This design comes from an exercise in tuning for small area, a short achievable clock period and few clock cycles on the open sky130 flow, not from production work.
RTL that was checked went through simulation tests only; none was proved equivalent to the original.
Power is estimated from default activity; no workload was simulated.

## run a
==> flow/design.v (excerpt) <==
module chip8_cpu (
    input  logic        clk,
    input  logic        reset_i,
    output logic        mem_rd_valid_o,
    output logic [11:0] mem_rd_addr_o,
    input  logic        mem_rd_ready_i,
    input  logic [7:0]  mem_rd_data_i,
    output logic        mem_wr_valid_o,
    output logic [19:0] mem_wr_o,
    input  logic        mem_wr_ready_i
);
    logic [11:0] ra_q;
    logic        rv_q;
    logic [7:0]  hb_q;
    logic [11:1] st_q [0:15];
    logic [3:0]  sp_q;             
    logic        irv_q;
    logic [11:0] ir_q;
    logic [7:0]  ox_q, oy_q;       
    logic        d_wx, d_wf;       
    logic [2:0]  d_rs;             
    logic        d_addk, d_subx, d_suby;
    logic        d_skip, d_skne, d_skvy;
    logic        d_jv0, d_ldi, d_addi, d_bcd, d_blk;
    logic [7:0]  v_q [0:15];
    logic [11:0] i_q;
    logic        wv_q;
    logic [11:0] wa_q;
    logic [7:0]  wd_q;
    logic [11:0] na_q;             
    logic        blk_q;            
    logic        pend_q;
    logic [3:0]  idx_q;
    logic [3:0]  last_q;
    logic [1:0]  bh_q;             
    logic [6:0]  bv_q;             
    logic [11:1] ra_inc;
    logic [3:0]  x;
    logic [7:0]  kk;
    logic [11:0] nnn;
    assign x   = ir_q[11:8];
    assign kk  = ir_q[7:0];
    assign nnn = ir_q[11:0];
    logic [7:0] add_a, add_b;
    logic [9:0] add_s;
    assign add_a = ox_q;
    assign add_b = d_addk ? kk : oy_q;
    assign add_s = {1'b0, add_a, 1'b1} + {1'b0, add_b, d_subx || d_suby};
    logic [7:0] res;
    logic       flag;
    always_comb begin
        case (d_rs)
            3'd0:    res = kk;
            3'd1:    res = add_s[8:1];
            3'd2:    res = oy_q;
            3'd3:    res = ox_q | oy_q;
            3'd4:    res = ox_q & oy_q;
            3'd5:    res = ox_q ^ oy_q;
            3'd6:    res = {1'b0, ox_q[7:1]};
            default: res = {ox_q[6:0], 1'b0};
        endcase
        case (d_rs)
  ...
==> flow/config.mk <==
export PLATFORM = sky130hd
export DESIGN_NAME = chip8_cpu
export DESIGN_NICKNAME = chip8_cpu
export VERILOG_FILES = /design/flow/design.v
export SDC_FILE = /design/flow/constraint.sdc
export NUM_CORES = 4
export LEC_CHECK = 0
export ABC_AREA = 1
export CAP_MARGIN = 20
export CORE_MARGIN = 2
export CORE_UTILIZATION = 40
export CTS_BUF_LIST = sky130_fd_sc_hd__clkbuf_16
export CTS_CLUSTER_DIAMETER = 120
export CTS_CLUSTER_SIZE = 24
export PLACE_DENSITY = 0.6
export SETUP_SLACK_MARGIN = 4.0
export SLEW_MARGIN = 20
==> flow/constraint.sdc <==
create_clock -name core_clock -period 7.0 [get_ports {clk}]
set_input_delay 1.4000 -clock core_clock [delete_from_list [all_inputs] [get_ports {clk}]]
set_output_delay 1.4000 -clock core_clock [all_outputs]
set_load 0.01 [all_outputs]
standard.sh (not shown) runs the stock make flow with config.mk's settings and CLKGATE_MAP_FILE= SYNTH_SCRIPT=/design/flow/synth_recipe.tcl, a recipe that flattens the netlist after the stock synthesis.
==> flow/flow/run.sh <==
#!/bin/bash
# The standard layout, except that the port buffers are plain buffers
# (buf_4) instead of the delay cell buffer_ports picks by default.
set -euo pipefail
bash standard.sh 'BUFFER_PORTS_ARGS=-buffer_cell sky130_fd_sc_hd__buf_4' finish > standard_flow.log 2>&1
Relative to run a, the following input files were edited for run b:
--- a/flow/design.v
+++ b/flow/design.v
@@ -68,34 +68,34 @@
     end
     logic skip;
     assign skip = d_skip && ((ox_q == (d_skvy ? oy_q : kk)) ^ d_skne);
     logic d_store, hazard, e_hold, e_done, e_redir;
     logic [11:1] e_tgt;
     assign d_store = d_bcd || d_blk;
     assign hazard  = pend_q && blk_q &&
                      ((d_wx && (x >= idx_q) && (x <= last_q)) || (d_wf && (last_q == 4'hF)));
     assign e_hold  = (d_store && pend_q) || hazard;
     assign e_done  = irv_q && !e_hold;
     assign e_redir = e_done && (skip || d_jv0);
-    logic [12:0] i_sum;
-    assign i_sum = {d_jv0 ? nnn : i_q, 1'b1} + {4'd0, ox_q, d_blk};
     always_comb begin
         if (d_skip) e_tgt = ra_inc;
-        else        e_tgt = i_sum[12:2];
+        else        e_tgt = nnn[11:1] + {4'd0, v_q[0][7:1]} + {10'd0, nnn[0] & v_q[0][0]};
     end
     always_ff @(posedge clk) begin
         if (e_done) begin
             if (d_wx) v_q[x] <= res;
             if (d_wf) v_q[15] <= {7'd0, flag};
         end
     end
+    logic [12:0] i_sum;
+    assign i_sum = {i_q, 1'b1} + {4'd0, d_blk ? {4'd0, x} : ox_q, d_blk};
     always_ff @(posedge clk) begin
         if (reset_i)
             i_q <= 12'd0;
         else if (e_done) begin
             if (d_ldi)            i_q <= nnn;
             if (d_addi || d_blk)  i_q <= i_sum[12:1];
         end
     end
     logic [7:0] lb;
     logic [3:0] op, n;
     assign lb = mem_rd_data_i;
@@ -174,24 +174,23 @@
             if (lo_fire)
                 irv_q <= 1'b1;
             else if (e_done)
                 irv_q <= 1'b0;
         end
     end
     always_ff @(posedge clk) begin
         if (hi_fire)
             hb_q <= lb;
         if (lo_fire) begin
             ir_q   <= {hb_q[3:0], lb};
-            ox_q   <= n_blk ? {4'd0, hb_q[3:0]} :
-                      n_subx ? ~v_q[hb_q[3:0]] : v_q[(op == 4'hB) ? 4'h0 : hb_q[3:0]];
+            ox_q   <= n_subx ? ~v_q[hb_q[3:0]] : v_q[hb_q[3:0]];
             oy_q   <= n_suby ? ~port : port;
             d_wx   <= n_wx;
             d_wf   <= n_wf;
             d_rs   <= n_rs;
             d_addk <= n_addk;
             d_subx <= n_subx;
             d_suby <= n_suby;
             d_skip <= n_skip;
             d_skne <= n_skne;
             d_skvy <= n_skvy;
             d_jv0  <= n_jv0;
Findings:
- | clock-cell share of area | run a vs run b | ≈ equal |
- The run showing the smaller combinational power is run b.
- Run a → run b: cell count now sits lower; total met2 wirelength after detailed routing now sits lower.
- The final worst-path cycle share of run b falls short of that of run a by 0.97 points.
- Sort run b and run a by overall fraction of global-route tracks in use asc -> top: run b
- Of the two values seen for cell with the largest stage delay on the worst path, sky130_fd_sc_hd__inv_1 was produced by run b and sky130_fd_sc_hd__nand4_1 by run a.
- Compared with run a, mapped cell area in run b decreased by a few percent.
- Maximum number of pins on one net before global-route repair: run b > run a
- Run b consumes less power than run a does.
- Run a ended up with compound AO/OA/AOI/OAI gates as its largest family of logic cells by synthesized area; run b ended up with simple AND/OR/NAND/NOR gates.
Testbench counts of run b, summed over its fixed seeds: cycles 56,560.
No functional check of the RTL was part of run a.

[what the ideal ports hide]
Ports are ideal in the flow. The routed layouts listed here were re-timed in OpenROAD.
Step 1: set_driving_cell puts a clkbuf_16 on clk and a buf_2 on each other input, an assumption about the parent block.
Step 2 adds t to the input delays and takes it off the output delays; t is the mean of the earliest and latest rising clock arrival at the registers after step 1. Input paths then give back, and output paths get back, about the clock's delay inside the block.
Slacks: ideal / step 1 / step 2; pairs: ideal / step 1.
run	t (ns)	setup WS [ns]	hold slack, ns	worst setup path after step 2	pins driven straight from the clock port
run a	0.629	4.054 / 4.091 / 3.462	0.442 / 0.442 / 0.442	input to register	1
run b	0.625	4.121 / 4.121 / 3.569	0.501 / 0.501 / 0.501	input to register	1
After both steps every run listed still meets setup and hold. For run a, which loses most, drivers alone change the setup slack by +0.037 ns; drivers and shift together by -0.592 ns.
